Context: an optimization exercise on an open-source flow, tuned for small area, a short achievable clock period and few clock cycles per item. The choices shown serve that exercise and are no tape-out recipe. Where RTL was checked, it was by simulation tests only, not by an equivalence proof against the original. Only the layout flow was run in run 2; the RTL was not checked for function there. The flow treats the clock pin as an ideal source, which a real chip does not have. Power and IR drop assume default switching activity.

## flow/design.v (module list and top-level ports; edited modules follow where they fit)
// module csa_fa: 11 lines
// module csa_ha: 10 lines
// module iq_corr_accum: 2415 lines
module iq_corr_accum
#(
    parameter int LOG2_N = 4
) (
    input  logic               clk,
    input  logic               rst_n,
    input  logic               clr,
    input  logic               s_valid,
    output logic               s_ready,
    input  logic signed [15:0] s_xi,
    input  logic signed [15:0] s_xq,
    input  logic signed [15:0] s_ri,
    input  logic signed [15:0] s_rq,
    output logic               m_valid,
    input  logic               m_ready,
    output logic signed [63:0] m_wi,
    output logic signed [63:0] m_wq,
    output iq_corr_pkg::slot_state_t o_dbg_slot
);
  // ...
==> flow/flow/run.sh <==
#!/bin/bash
# The standard layout (standard.sh) with two changes:
#  - the port buffers are plain buffers (buf_1) instead of the delay cells buffer_ports picks
#    by default, which the repair steps then cannot resize;
#  - after clock tree synthesis, skew.tcl delays the clock of the accumulator registers (useful
#    skew for the register-to-register multiply-accumulate paths), and timing repair aims at the
#    shorter period only from then on.
# Each step's full output goes to a log file of its own here.
set -euo pipefail
export BUFFER_PORTS_ARGS="-buffer_cell sky130_fd_sc_hd__buf_1"
SETUP_SLACK_MARGIN=0 bash standard.sh cts > flow_to_cts.log 2>&1
R=orfs/results/$FLOW_PLATFORM/iq_corr_accum/base
printf 'read_db %s\nsource flow/skew.tcl\n' "$R/4_cts.odb" > skew_run.tcl
SKEW_DB="$R/4_cts.odb" SKEW_CELLS="sky130_fd_sc_hd__clkdlybuf4s50_1 sky130_fd_sc_hd__clkbuf_16" \
  openroad -no_init -exit skew_run.tcl > skew.log 2>&1
SETUP_SLACK_MARGIN=4.75 bash standard.sh finish > flow_finish.log 2>&1
==> flow/flow/skew.tcl <==
# Useful skew between registers inside the design: the clock of the carry-save accumulator
# registers (r_ti_*, r_tq_*) arrives later than that of the other registers. This gives the
# multiply-accumulate paths (stage-1 registers -> accumulator) more time and takes it from
# the output adder paths (accumulator -> output slot), which have time to spare.
# Accumulator -> accumulator paths keep the same clock at both ends. No port is involved:
# the accumulator registers neither take inputs nor drive outputs. On each clock leaf net
# that reaches them, a delay cell followed by a clock buffer takes their clock pins.
set cells $::env(SKEW_CELLS)
set db [ord::get_db]
set block [ord::get_db_block]
set groups [dict create]
foreach inst [$block getInsts] {
  if {[regexp {^r_t[iq]_[sc]\W} [$inst getName]]} {
    set net [[$inst findITerm CLK] getNet]
    dict lappend groups [$net getName] $inst
  }
}
set i 0
dict for {netname insts} $groups {
  set net [$block findNet $netname]
  set x 0; set y 0
  foreach f $insts { set loc [$f getLocation]; incr x [lindex $loc 0]; incr y [lindex $loc 1] }
  set n [llength $insts]
  set prev $net
  set k 0
  foreach cell $cells {
    set buf [odb::dbInst_create $block [$db findMaster $cell] skew_buf_${i}_$k]
    set nn [odb::dbNet_create $block skew_clk_${i}_$k]
    $nn setSigType CLOCK
    [$buf findITerm A] connect $prev
    [$buf findITerm X] connect $nn
    $buf setLocation [expr {$x / $n}] [expr {$y / $n}]
    $buf setPlacementStatus PLACED
    set prev $nn
    incr k
  }
  foreach f $insts { set it [$f findITerm CLK]; $it disconnect; $it connect $prev }
  incr i
}
puts "skew: $i delay chains ($cells)"
global_connect
detailed_placement
check_placement -verbose
write_db $::env(SKEW_DB)
==> flow/standard.sh <==
#!/bin/bash
# synth_recipe.tcl (not shown) runs the flow's synth.tcl, then flattens the netlist and writes it again
# the make line also repeats each setting of config.mk as NAME=value (left out here)
make -C /OpenROAD-flow-scripts/flow DESIGN_CONFIG=/design/flow/config.mk WORK_HOME=/design/flow/orfs CLKGATE_MAP_FILE= SYNTH_SCRIPT=/design/flow/synth_recipe.tcl "${@:-finish}"
==> flow/config.mk <==
export PLATFORM = sky130hd
export DESIGN_NAME = iq_corr_accum
export DESIGN_NICKNAME = iq_corr_accum
export VERILOG_FILES = /design/flow/design.v
export SDC_FILE = /design/flow/constraint.sdc
export NUM_CORES = 4
export LEC_CHECK = 0
export ABC_CLOCK_PERIOD_IN_PS = 4000
export CAP_MARGIN = 20
export CORE_MARGIN = 2
export CORE_UTILIZATION = 40
export CTS_CLUSTER_DIAMETER = 80
export CTS_CLUSTER_SIZE = 20
export HOLD_SLACK_MARGIN = 0.2
export SLEW_MARGIN = 20
export SYNTH_HIERARCHICAL = 1
export SYNTH_MINIMUM_KEEP_SIZE = 0
==> flow/constraint.sdc <==
create_clock -name core_clock -period 8.5 [get_ports {clk}]
set_input_delay 1.7000 -clock core_clock [delete_from_list [all_inputs] [get_ports {clk}]]
set_output_delay 1.7000 -clock core_clock [all_outputs]
set_load 0.01 [all_outputs]
==> summary.md, run 1 <==
| Metric | Value |
|---|---|
| # nets final | `roughly 3800` |
| Critical path cell sequence | `buf_8 > nor2b_4 > nor3_2 > buf_2` |
| Final cell count without fillers | `4142` |
| Largest family of logic cells by synthesized area | `adder cells` |
| Status | `timing/DRC/antenna clean` |
| Sequential power share | `0.193` |
| Leading area contributor after synthesis | `fa_1` |
| Tapcell Cnt | `1144` |
| Layout cells sized above 1 | `0.0707` |
| Initial DRC count | `2558` |
| Die width | `between 200 and 300 um` |
| Num Clock Sinks | `314` |
| Top Layer Used | `met5` |
| Net Sw Frac | `0.441` |
| Signal buf overhead | `0.0516` |
| Total gr overflow | `0` |
| Hold EP | `r_tq_s[0]$_DFF_P_` |
| Worst path slowest cell | `buf_2` |
| CP top delay family | `buffers and inverters` |
| Pre-CTS WS | `3.64 ns` |
| Initial antenna violation count | `1` |
| # clk buffers | `26` |
| Hold_buf cts | `0` |
| Commonest non-fill, non-tap cell in the layout | `fa_1` |
| Slew Viols, Final | `0` |
| Synth warn | `7` |
| Compound-Gate Fraction of Synth Area | `0.129` |
| Met3 wire len | `10.2 mm` |
| Clk. pwr | `1.82 mW` |
| Most numerous cell in the Yosys netlist | `fa_1` |
| Routing usage on met1 | `0.321` |
| Worst Setup Start Kind | `primary input` |
| Hold WS | `0.206 ns` |
| Residual DRC | `0` |
| P_int | `roughly 8.6 mW` |
Testbench counts, summed over its fixed seeds: cycles 3,090, items 3,072.
==> inputs of run 2 (changes only) <==
--- a/flow/design.v
+++ b/flow/design.v
@@ -71,36 +71,34 @@
     iq_corr_pkg::slot_state_t r_state;
     logic [15:0]      r_xi, r_xq;                 
     logic [7:0]       r_ri_one, r_ri_two, r_ri_neg;
     logic [7:0]       r_rq_one, r_rq_two, r_rq_neg;
     logic [7:0]       r_rq_nneg;                  
     logic [36:0]      r_ti_s, r_ti_c, r_tq_s, r_tq_c;   
     logic [36:0]      r_wi, r_wq;                 
     logic             w_full, w_last, w_accept, w_clear;
-    logic             r_hold_a, r_hold_b;
+    logic             r_go;
     logic [CNT_W-1:0] w_cnt_nxt;
     logic             w_full_nxt;
     logic [7:0]       w_ri_one, w_ri_two, w_ri_neg, w_rq_one, w_rq_two, w_rq_neg;
     assign w_full   = (r_state == iq_corr_pkg::FULL);
     assign w_last   = (r_cnt == CNT_LAST);
-    assign s_ready  = ~clr & ~r_hold_a & ~(r_hold_b & ~m_ready);
+    assign s_ready  = ~clr & (r_go | m_ready);
     assign w_accept = s_valid & s_ready;
     assign w_clear  = r_first1;
     assign w_cnt_nxt  = clr ? '0 : w_accept ? (w_last ? '0 : r_cnt + 1'b1) : r_cnt;
     assign w_full_nxt = r_done | (w_full & ~m_ready);
     always_ff @(posedge clk or negedge rst_n) begin
         if (!rst_n) begin
             r_cnt    <= '0;
-            r_hold_a <= 1'b0;
-            r_hold_b <= 1'b0;
+            r_go     <= 1'b1;
         end else begin
             r_cnt    <= w_cnt_nxt;
-            r_hold_a <= (w_cnt_nxt == CNT_LAST) & ((w_accept & w_last) | r_last1);
-            r_hold_b <= (w_cnt_nxt == CNT_LAST) & w_full_nxt;
+            r_go     <= ~((w_cnt_nxt == CNT_LAST) & w_full_nxt);
         end
     end
     always_ff @(posedge clk or negedge rst_n) begin
         if (!rst_n) begin
             r_first1 <= 1'b0;
             r_last1  <= 1'b0;
             r_done   <= 1'b0;
             r_state  <= iq_corr_pkg::EMPTY;
--- a/flow/flow/run.sh
+++ b/flow/flow/run.sh
@@ -6,11 +6,11 @@
 #    skew for the register-to-register multiply-accumulate paths), and timing repair aims at the
 #    shorter period only from then on.
 # Each step's full output goes to a log file of its own here.
 set -euo pipefail
 export BUFFER_PORTS_ARGS="-buffer_cell sky130_fd_sc_hd__buf_1"
 SETUP_SLACK_MARGIN=0 bash standard.sh cts > flow_to_cts.log 2>&1
 R=orfs/results/$FLOW_PLATFORM/iq_corr_accum/base
 printf 'read_db %s\nsource flow/skew.tcl\n' "$R/4_cts.odb" > skew_run.tcl
-SKEW_DB="$R/4_cts.odb" SKEW_CELLS="sky130_fd_sc_hd__clkdlybuf4s50_1 sky130_fd_sc_hd__clkbuf_16" \
+SKEW_DB="$R/4_cts.odb" SKEW_CELLS="sky130_fd_sc_hd__clkdlybuf4s50_1 sky130_fd_sc_hd__clkbuf_8" \
   openroad -no_init -exit skew_run.tcl > skew.log 2>&1
-SETUP_SLACK_MARGIN=4.75 bash standard.sh finish > flow_finish.log 2>&1
+SETUP_SLACK_MARGIN=4.8 bash standard.sh finish > flow_finish.log 2>&1
==> flow/config.mk (replaced) <==
export PLATFORM = sky130hd
export DESIGN_NAME = iq_corr_accum
export DESIGN_NICKNAME = iq_corr_accum
export VERILOG_FILES = /design/flow/design.v
export SDC_FILE = /design/flow/constraint.sdc
export NUM_CORES = 4
export LEC_CHECK = 0
export ABC_CLOCK_PERIOD_IN_PS = 4000
export CAP_MARGIN = 20
export CORE_MARGIN = 2
export CORE_UTILIZATION = 40
export HOLD_SLACK_MARGIN = 0.2
export SLEW_MARGIN = 20
export SYNTH_HIERARCHICAL = 1
export SYNTH_MINIMUM_KEEP_SIZE = 0
==> run 2 against run 1 <==
Sequential cell count shrank 1. Synthesized cell count hardly changed. Via count about the same. Maximum frequency increased by 0.81%.
==> summary.md, run 2 <==
| Metric | Value |
|---|---|
| Final Setup Violations | `0 (unchanged)` |
| Power per cell area | `439 mW/mm^2 (was 415 mW/mm^2)` |
| Die height | `296 um (about the same)` |
| Layout cells sized above 1 | `0.0746 (was 0.0707)` |
| Vias in the first global route | `25200 (was 24900)` |
| Die area | `0.0877 mm^2 (was 0.0878 mm^2)` |
| Total gr overflow | `0 (unchanged)` |
| Cts bufs inserted | `37 (was 25)` |
| DRT antenna net count | `0 (unchanged)` |
| RSZ-0062 raised after global routing | `yes (unchanged)` |
| Most numerous cell in the Yosys netlist | `fa_1 (unchanged)` |
| Yosys cell types | `46 (was 48)` |
| EDFF count, synth | `74 (unchanged)` |
| Routed WL per cell | `24.3 um (was 24.5 um)` |
| R2r startpoint | `r_first1$_DFF_PN0_ (was r_ri_neg[3]$_DFF_P_)` |
| VDD IR max | `0.000280 V (was 0.000281 V)` |
| HPWL Detailed | `69.6 mm (was 66.3 mm)` |
| Clk_skew | `0.677 ns (was 0.717 ns)` |
| Most frequent cells in the layout | `fa_1, xnor2_1, a22oi_1 (unchanged)` |
| Fillers | `7981 (was 8068)` |
| Clk slew on worst S/H paths | `0.05 ns (was 0.07 ns)` |
| Ranking of synthesized cells by area | `fa_1, xnor2_1, dfxtp_1 (unchanged)` |
| Slew Viols, Final | `0 (unchanged)` |
| Period utilisation layout | `0.443 (was 0.447)` |
| Area after DPL | `0.0354 mm^2 (was 0.0353 mm^2)` |
| Clock root buffer | `clkbuf_16 (unchanged)` |
| Max Freq | `0.265 GHz (was 0.263 GHz)` |
| Seq/Total Area, Yosys | `0.207 (about the same)` |
| Met1 WL | `41.6 mm (was 40.6 mm)` |
| Worst path arrival time | `2.07 ns (was 2.10 ns)` |
| Top-level I/O count | `200 (unchanged)` |
| Worst Tran Pin Value | `0.826 ns (was 0.830 ns)` |
| IO Port Bufs | `199 (unchanged)` |
| Hold_buf cts | `0 (unchanged)` |
| Finished layout cell area | `0.0376 mm^2 (was 0.0371 mm^2)` |
| Syn_area_per_cell | `11.4 um^2 (about the same)` |
| Met2 wirelength from detailed routing | `48.2 mm (was 47.0 mm)` |
| Mapped Cells | `2991 (was 2993)` |
| First drt pass iteration count | `8 (was 6)` |
| Commonest non-fill, non-tap cell in the layout | `fa_1 (unchanged)` |
| Initial DRC count | `2419 (was 2558)` |
| Via Count | `23500 (about the same)` |
| Top Layer Used | `met4 (was met5)` |
| Mapped cell area | `0.0341 mm^2 (was 0.0342 mm^2)` |
| Status | `timing/DRC/antenna clean (unchanged)` |
| Max Buffers Root-to-Sink | `3 (unchanged)` |
| Worst Reg-to-Reg Cells | `8 (unchanged)` |
| Clk Latency, worst-skew pair | `1.22 ns (was 1.27 ns)` |
| Standard-cell rows | `107 (unchanged)` |
| Top fanout value on the critical path | `2 (unchanged)` |
| Initial antenna violation count | `2 (was 1)` |
| Global Route Usage Sum | `0.235 (was 0.231)` |
| Max-cap check violation count | `0 (unchanged)` |
| Setup TNS | `0 ns (unchanged)` |
| CTS tree | `built (unchanged)` |
| Worst Setup Start Kind | `primary input (unchanged)` |
| Seq cells post-synth | `313 (was 314)` |
| Most used DFF post-synth | `dfxtp_1 (unchanged)` |
| # H-tree levels | `2 (was 1)` |
| Leading area contributor after synthesis | `fa_1 (unchanged)` |
| Area grow syn2layout | `10.1% (was 8.45%)` |
| Hold Fails Final Rpt | `0 (unchanged)` |
| Setup CP Type | `in -> out (unchanged)` |
| CORE AREA | `0.0849 mm^2 (unchanged)` |
| Crit path to | `s_ready (unchanged)` |
| Hold Crit Class | `reg -> reg (unchanged)` |
| Pin count of the biggest net entering global routing | `58 (was 65)` |
| First-pass GRT wire length | `157 mm (was 154 mm)` |
| Final wirelength | `102 mm (was 101 mm)` |
| Worst R2R End | `r_ti_c[21]$_DFF_P_ (was r_tq_c[17]$_DFF_P_)` |
| Synth warn | `7 (unchanged)` |
| DR vias/cell | `5.60 (was 5.68)` |
| Crit path launch | `m_ready (unchanged)` |
| Req. time, crit path | `6.80 ns (about the same)` |
| # nets final | `3831 (was 3783)` |
| Setup slack, reg-to-reg | `4.90 ns (was 4.83 ns)` |
| Slew HR | `0.450 (was 0.446)` |
| Fraction of registers with async set/reset | `0.0288 (was 0.0318)` |
| Synth top area share | `0.373 (about the same)` |
| Tmin final | `3.77 ns (was 3.80 ns)` |
| Num Clock Sinks | `313 (was 314)` |
| Initial core utilization | `0.402 (was 0.403)` |
| Residual DRC | `0 (unchanged)` |
| Met3 wire len | `9.24 mm (was 10.2 mm)` |
| Post-synth top cells | `fa_1, xnor2_1, a22oi_1 (unchanged)` |
| CP Capture Type | `output pin (unchanged)` |
| Die width | `296 um (about the same)` |
| Leakage power | `13.3 nW (was 13.0 nW)` |
| Routability congestion estimate from global placement | `0.874 (was 0.829)` |
-- run 2: cells by family (layout without fill, tap and decap cells) --
group	count (synthesis)	after routing	synth area share
adders and majority gates	736	736	0.410
AOI/OAI and AO/OA	611	611	0.130
xor gates and xnor gates	581	581	0.149
buffers and inverters	446	505	0.0567
DFF	313	313	0.207
and+or+nand+nor	289	289	0.0441
muxes	14	14	0.00410
other	1	7	0.000110
-- run 2: Yosys stat by module (local to each module, per instance) --
module	times used	area, um^2	flip-flops and latches	cells inside
csa_fa	602	20.0	0	1
csa_ha	2	12.5	0	1
iq_corr_accum	1	22100	313	2387
-- run 2: worst max-delay path, stage by stage --
cell,delay (ns)
buf_6,0.10
nor2_4,0.09
nor2_1,0.05
buf_2,0.13
-- run 2: power breakdown --
| part | total (mW) | switching [mW] | internal (mW) | leakage [nW] |
|---|---|---|---|---|
| clock | 2.25 | 0.811 | 1.44 | 0.898 |
| combinational | 11.4 | 6.15 | 5.25 | 9.68 |
| sequential | 2.85 | 0.339 | 2.52 | 2.73 |
| total | 16.5 | 7.30 | 9.20 | 13.3 |
-- run 2: layout make-up --
class                   instances  area [um^2]  area share
multi-input cells            2237        25300       0.673
flip-flops and latches        313         7140       0.190
repair buffers                283         1480      0.0393
well taps                    1144         1430      0.0381
clock buffers                  57         1090      0.0291
plain buffers                  54          642      0.0171
inverters                     100          375     0.00999
clock inverters                11          134     0.00356
diodes                          1         2.50   0.0000666
-- run 2: worst min-delay path by stage --
stage                         startpoint  slack [ns]                end  depth (start not counted)
floorplan              r_last1$_DFF_PN0_        0.33   r_done$_DFF_PN0_                          0
global placement       r_last1$_DFF_PN0_        0.34   r_done$_DFF_PN0_                          0
detailed placement     r_last1$_DFF_PN0_        0.34   r_done$_DFF_PN0_                          0
CTS                    r_last1$_DFF_PN0_        0.35   r_done$_DFF_PN0_                          0
global route         r_rq_neg[0]$_DFF_P_        0.23  r_ti_s[0]$_DFF_P_                          2
finish              r_rq_nneg[0]$_DFF_P_        0.21  r_tq_s[0]$_DFF_P_                          2
-- run 2: stage by stage --
step / utilization / hold WS, ns / cells / total power [mW] / worst slack (ns)
3_5_place_dp: 0.417 / 0.338 / 4074 / 14.2 / 3.92
5_1_grt: 0.443 / 0.234 / 4200 / 18.7 / 4.72
4_1_cts: 0.432 / 0.352 / 4142 / 16.0 / 3.91
3_3_place_gp: 0.417 / 0.340 / 4074 / 13.9 / 3.99
6_report: 0.443 / 0.206 / 4200 / 16.5 / 4.73
2_1_floorplan: - / 0.331 / 2996 / 11.0 / 4.43
-- run 2: metal layers --
metal | vias to the layer above | track usage
met3 | 189 | 0.0495
met5 | - | 0
met1 | 12200 | 0.317
met4 | 0 | 0.0749
li1 | 9972 | -
met2 | 1171 | 0.379
-- run 2: repair_timing --
action | CTS | global route
resized for setup | 0 | 75
hold endpoints to repair | 0 | 0
setup buffers | 0 | 3
setup endpoints to repair | 0 | 87

static timing again, ports no longer ideal:
Ports are ideal in the flow. The routed layouts listed here were re-timed in OpenROAD.
Step 1 assumes that a clkbuf_16 drives the clock port and a buf_2 every other input.
Step 2, shift: input delay + t, output delay - t, t = (earliest + latest rising clock arrival at the registers) / 2. This alone moves slack from input paths to output paths.
Slacks: no drivers / after step 1 / after step 2; pairs: no drivers / after step 1.
run	shift t [ns]	slack for setup (ns)	clock arrival spread, ns	pins driven straight from the clock port
run 1	0.974	4.700 / 4.661 / 4.661	0.717 / 0.718	1
run 2	0.946	4.730 / 4.697 / 4.697	0.680 / 0.681	1
Clock arrivals are far apart in run 1 and run 2, so t is only a midpoint there and step 2 fits no single register. The setup slack of run 1, which loses most, moves by -0.039 ns with the drivers and by -0.039 ns with both steps.
